Background: an optimization exercise with open tools, aiming at small area. Do not read the settings as production practice. Only simulation tests tie the RTL to the original design; equivalence was not proved. Power and IR drop assume default switching activity.

$ cat flow/config.mk
export PLATFORM = sky130hd
export DESIGN_NAME = reg_file_sb
export DESIGN_NICKNAME = reg_file_sb
export VERILOG_FILES = /design/flow/design.v
export SDC_FILE = /design/flow/constraint.sdc
export NUM_CORES = 4
export LEC_CHECK = 0
export CAP_MARGIN = 20
export CORE_MARGIN = 2
export CORE_UTILIZATION = 40
export SLEW_MARGIN = 20
$ cat flow/run.sh
#!/bin/bash
# synth_recipe.tcl (not shown) runs the flow's synth.tcl, then flattens the netlist and writes it again
# the make line also repeats each setting of config.mk as NAME=value (left out here)
make -C /OpenROAD-flow-scripts/flow DESIGN_CONFIG=/design/flow/config.mk WORK_HOME=/design/flow/orfs CLKGATE_MAP_FILE= SYNTH_SCRIPT=/design/flow/synth_recipe.tcl finish
$ cat flow/design.v
package reg_file_pkg;
    typedef enum logic [0:0] {
        ST_INIT = 1'b0,    
        ST_RUN  = 1'b1     
    } state_t;
    localparam int ZERO_REG = 0;
endpackage
import reg_file_pkg::*;
module reg_file_scoreboard
#(
    parameter int ADDR_WIDTH = 4,
    parameter int BYPASS     = 1
) (
    input  logic                  clk,
    input  logic                  rst,
    input  logic                  set_en,
    input  logic [ADDR_WIDTH-1:0] set_addr,
    input  logic                  clr_en,
    input  logic [ADDR_WIDTH-1:0] clr_addr,
    input  logic [ADDR_WIDTH-1:0] r0addr,
    input  logic [ADDR_WIDTH-1:0] r1addr,
    output logic                  r0busy,
    output logic                  r1busy
);
    localparam int DEPTH = 1 << ADDR_WIDTH;
    localparam logic [ADDR_WIDTH-1:0] ZERO = ZERO_REG;
    logic [DEPTH-1:0] pending;
    always_ff @(posedge clk) begin
        if (rst) begin
            pending <= '0;
        end else begin
            if (clr_en && clr_addr != ZERO) begin
                pending[clr_addr] <= 1'b0;
            end
            if (set_en && set_addr != ZERO) begin
                pending[set_addr] <= 1'b1;
            end
        end
    end
    always_comb begin
        r0busy = pending[r0addr];
        r1busy = pending[r1addr];
        if (BYPASS != 0 && clr_en && clr_addr == r0addr) begin
            r0busy = 1'b0;
        end
        if (BYPASS != 0 && clr_en && clr_addr == r1addr) begin
            r1busy = 1'b0;
        end
        if (r0addr == ZERO) begin
            r0busy = 1'b0;
        end
        if (r1addr == ZERO) begin
            r1busy = 1'b0;
        end
    end
endmodule
import reg_file_pkg::*;
module reg_file_sb
#(
    parameter int DATA_WIDTH = 64,
    parameter int ADDR_WIDTH = 4,
    parameter int BYPASS     = 1
) (
    input  logic                  clk,
    input  logic                  rst,
    output logic                  ready,
    input  logic                  wena,
    input  logic [ADDR_WIDTH-1:0] waddr,
    input  logic [DATA_WIDTH-1:0] wdata,
    input  logic                  resv_en,
    input  logic [ADDR_WIDTH-1:0] resv_addr,
    input  logic [ADDR_WIDTH-1:0] r0addr,
    input  logic [ADDR_WIDTH-1:0] r1addr,
    output logic [DATA_WIDTH-1:0] r0data,
    output logic [DATA_WIDTH-1:0] r1data,
    output logic                  r0busy,
    output logic                  r1busy,
    output reg_file_pkg::state_t  state_dbg
);
    localparam int DEPTH = 1 << ADDR_WIDTH;
    localparam logic [ADDR_WIDTH-1:0] ZERO = ZERO_REG;
    localparam logic [ADDR_WIDTH-1:0] LAST = DEPTH - 1;
    logic [DATA_WIDTH-1:0] regs [0:DEPTH-1];
    reg_file_pkg::state_t  state;
    logic [ADDR_WIDTH-1:0] idx;
    logic                  ready_q;
    logic                  wr_en;
    logic                  rs_en;
    logic                  sb_r0busy;
    logic                  sb_r1busy;
    always_ff @(posedge clk) begin
        if (rst) begin
            state   <= ST_INIT;
            idx     <= {{(ADDR_WIDTH-1){1'b0}}, 1'b1};
            ready_q <= 1'b0;
        end else begin
            case (state)
                ST_INIT: begin
                    if (idx == LAST) begin
                        state   <= ST_RUN;
                        ready_q <= 1'b1;
                    end else begin
                        idx <= idx + 1'b1;
                    end
                end
                ST_RUN: begin
                    ready_q <= 1'b1;
                end
                default: begin
                    state   <= ST_INIT;
                    idx     <= {{(ADDR_WIDTH-1){1'b0}}, 1'b1};
                    ready_q <= 1'b0;
                end
            endcase
        end
    end
    assign ready     = ready_q;
    assign state_dbg = state;
    assign wr_en = ready_q && wena    && (waddr     != ZERO);
    assign rs_en = ready_q && resv_en && (resv_addr != ZERO);
    always_ff @(posedge clk) begin
        if (!rst) begin
            if (state == ST_INIT) begin
                regs[idx] <= '0;
            end else if (wr_en) begin
                regs[waddr] <= wdata;
            end
        end
    end
    always_comb begin
        r0data = '0;
        r1data = '0;
        if (ready_q && r0addr != ZERO) begin
            if (BYPASS != 0 && wr_en && waddr == r0addr) begin
                r0data = wdata;
            end else begin
                r0data = regs[r0addr];
            end
        end
        if (ready_q && r1addr != ZERO) begin
            if (BYPASS != 0 && wr_en && waddr == r1addr) begin
                r1data = wdata;
            end else begin
                r1data = regs[r1addr];
            end
        end
    end
    reg_file_scoreboard #(
        .ADDR_WIDTH (ADDR_WIDTH),
        .BYPASS     (BYPASS)
    ) u_sb (
        .clk      (clk),
        .rst      (rst),
        .set_en   (rs_en),
        .set_addr (resv_addr),
        .clr_en   (wr_en),
        .clr_addr (waddr),
        .r0addr   (r0addr),
        .r1addr   (r1addr),
        .r0busy   (sb_r0busy),
        .r1busy   (sb_r1busy)
    );
    assign r0busy = ready_q && sb_r0busy;
    assign r1busy = ready_q && sb_r1busy;
endmodule
$ cat flow/constraint.sdc
create_clock -name core_clock -period 7.0 [get_ports {clk}]
set_input_delay 1.4000 -clock core_clock [delete_from_list [all_inputs] [get_ports {clk}]]
set_output_delay 1.4000 -clock core_clock [all_outputs]
set_load 0.01 [all_outputs]
==> flow_summary.toml <==
[timing]
setup_violations = 0
rsz0062_at_grt = "no"
worstMarginPinSlew_ps = 1060
slew_violations = 0
max_freq_ghz = 0.158
period_share_pct = 90.7
fin_tns_setup_ps = 0
finClkSkew_ps = 26.8
min_period_ps = 6350
hold_violations = 0
relSlewSlack_pct = 29.3

[die]
fp.dieH_um = 360
std_cell_rows = 130
die-area_um2 = 130000
die_w_um = 360
core_area_um2 = 126000
start_util_pct = 40.3
ios = 216

[clock_tree]
clk_pin_slew_worst_paths_ps = 60
cts-htree-levels = 3
cts-root-buf = "clkbuf_16"
cts_tree = "done"
cts.sinks = 1046
hold_buffers = 0
ctsResizeCount = 0
cts_setup_buffers = 0
numCtsBuffers = 110
insertion_delay_ps = 700
clockBufferDepth = 3

[worst_hold_path]
hp-class = "flop to flop"
min_from = "u_sb.pending[0]"

[global_route]
gr-total-overflow = 0
grt_first_pass_wirelength_um = 206000
grt_pass1_vias = 29592
grt_use_total_pct = 21.7
grt_antenna_before_repair = 4
grt_max_degree = 82

[setup_path]
criticalPathCategory = "primary input to output port"
r2r_start = "ready_q"
path_max_fanout = 19
path_delay_family = "buffers and inverters"
start_kind = "primary input"
startpoint = "waddr[0]"
required_ps = 5600
crit_top_cell = "clkdlybuf4s50_1"
crit_arrival_ps = 4950
cpPeakStageDelay_ps = 660
path_buf_inv = 4
slowest_stage = "clkdlybuf4s50_1"
cp_cell_sequence = "clkdlybuf4s50_1 > inv_1 > ha_1 > or3b_1 > nand2_4 > o31a_2 > buf_4 > a22o_1 > clkdlybuf4s50_1"
end_kind = "output port"

[routing]
vias = 27726
wl_per_cell_um = 31.7
drc = 0
avgViaCountPerCell = 6.21
drt-total-wl_um = 141000
postRouteAntennaNets = 0
drt-pass1-iter-count = 5
drt_iter0_markers = 2378

[logic_synthesis]
syn_inst = 2527
avgSynthCellArea_um2 = 20.1
yosys-top-cells-area = "edfxtp_1 (61%), mux4_2 (23%), mux2i_1 (7.7%)"
synth_top_area_share_pct = 60.7
yosys_warnings = 2
synthTopCellsByCount = "edfxtp_1 (1024), mux4_2 (520), mux2i_1 (388)"
yosys.area.top_type = "edfxtp_1"
ys_seq_area_share_pct = 61.5
synth_edf_count = 1024
synthesis.area_um2 = 50700
synth_seq_cells = 1046
ys_async_sr_fraction_pct = 0
synth_cell_types = 50
synth_ff_type = "edfxtp_1"
yosysMostFrequentCell = "edfxtp_1"
syn-num-nets = 2620

[pwr]
p_leak_nw = 20.4
ir_drop_uv = 209
pwr_density_cell_nw_per_um2 = 232

[job]
maxCapViolCount = 0

[status]
status = "finished clean"

[placement]
routabilityCongestion = 0.802
post-place-cells = 4264
port_buffers = 215
dpl_cell_area_um2 = 54800
hpwlAfterDp_um = 78800

[layout]
final_util_pct = 46.3
area_delta_synth_final_pct = 14.8
drive_gt1_share_pct = 27.7
stdcell_area_um2 = 58200
layoutNonFillerInstCount = 4463
n_antenna_cell = 0
fin_nets = 2819
num-fill-cells = 10442
==> kinds of logic (layout without fill, tap and decap cells) <==
logic type	Yosys count	count (layout)	synth area share [%]
AOI/OAI and AO/OA	183	183	2.91
xor gates and xnor gates	15	15	0.274
adders and majority gates	9	9	0.222
buffers and inverters	218	504	2.55
DFF	1046	1046	61.5
muxes	910	910	30.8
and+or+nand+nor	146	146	1.68
==> layout make-up <==
type,instances,area [µm²],share of cell area [%]
well taps,1650,2060,3.55
flip-flops and latches,1046,31200,53.6
multi-input cells,1263,18300,31.5
inverters,12,45.0,0.0774
clock buffers,134,2840,4.89
clock inverters,65,507,0.871
repair buffers,293,3180,5.46
==> sequential cells by signal, summed over array words and instances (netlist names) <==
name and flops:
ready_q 1, idx 4, state 1, regs 1024, u_sb.pending 16
==> metal layers <==
layer | share of wire (%) | track usage (%)
met4 | 2.8 | 6.52
met5 | 0.028 | 0
met2 | 49 | 36.1
met1 | 41 | 29.6
met3 | 6.4 | 3.40
==> through the flow <==
stage / total power, mW / worst slack [ps] / hold slack (ps)
global placement: 8.12 / 868 / 465
global route: 13.9 / 500 / 490
CTS: 13.6 / 698 / 486
floorplan: 7.75 / 1030 / 451
detailed placement: 8.13 / 715 / 479
finish: 13.5 / 654 / 490
==> power by group <==
group          switching, mW  total (mW)  internal, mW
Combinational          0.604        1.08         0.474
Sequential            0.0337        6.91          6.88
Clock                   2.41        5.54          3.13
Total                   3.05        13.5          10.5
==> cell usage in the layout (no fill, tap or decap), types with 3 or more instances in the layout <==
| cell type | netlist | final |
|---|---|---|
| a21oi_1 | 18 | 18 |
| a22o_1 | 128 | 128 |
| a31oi_1 | 7 | 6 |
| and2_1 | 65 | 65 |
| buf_12 | 0 | 33 |
| buf_4 | 24 | 47 |
| buf_8 | 0 | 6 |
| bufinv_16 | 0 | 7 |
| clkbuf_1 | 37 | 24 |
| clkbuf_16 | 0 | 110 |
| clkdlybuf4s50_1 | 0 | 207 |
| clkinv_1 | 0 | 28 |
| clkinv_2 | 0 | 23 |
| clkinvlp_4 | 0 | 3 |
| dfxtp_1 | 22 | 22 |
| edfxtp_1 | 1024 | 1024 |
| ha_1 | 9 | 9 |
| inv_1 | 12 | 12 |
| mux2i_1 | 388 | 388 |
| mux4_2 | 520 | 520 |
| nand2_1 | 8 | 8 |
| nand2b_1 | 4 | 4 |
| nand3_1 | 12 | 12 |
| nand4_1 | 7 | 7 |
| nor2_1 | 24 | 8 |
| nor2_4 | 0 | 16 |
| nor2b_1 | 3 | 3 |
| nor3_1 | 4 | 3 |
| nor3b_1 | 5 | 4 |
| nor4_1 | 4 | 4 |
| o21ai_0 | 14 | 13 |
| xnor2_1 | 8 | 8 |
| xor2_1 | 6 | 6 |
==> path summary, 6_finish.rpt <==
| check | endpoint | slack (ps) | cells past startpoint |
|---|---|---|---|
| worst max-delay path | r0data[7] | 650 | 9 |
| worst min-delay path | u_sb.pending[0] | 490 | 1 |
| worst max register to register | regs[11][43] | 3270 | 6 |
| worst min register to register | u_sb.pending[0] | 490 | 1 |

[separate check: timing with driven ports]
No port has a modelled driver above. Below, the same layout with a new extraction and two added sets of constraints.
Step 1 assumes that a clkbuf_16 drives the clock port and a buf_2 every other input.
Step 2 also shifts input and output timing later by t, the mid clock arrival at the registers, as if the neighbouring blocks saw the same clock.
Slacks: no drivers / after step 1 / after step 2; pairs: no drivers / after step 1.
shift t [ns]: 0.755
setup slack, ns: 0.654 / 0.586 / 0.586
hold slack, ns: 0.490 / 0.490 / 0.490
clock arrival spread, ns: 0.031 / 0.032
After both steps setup and hold are still met in this run. The setup slack of this run moves by -0.068 ns with the drivers and by -0.068 ns with both steps.
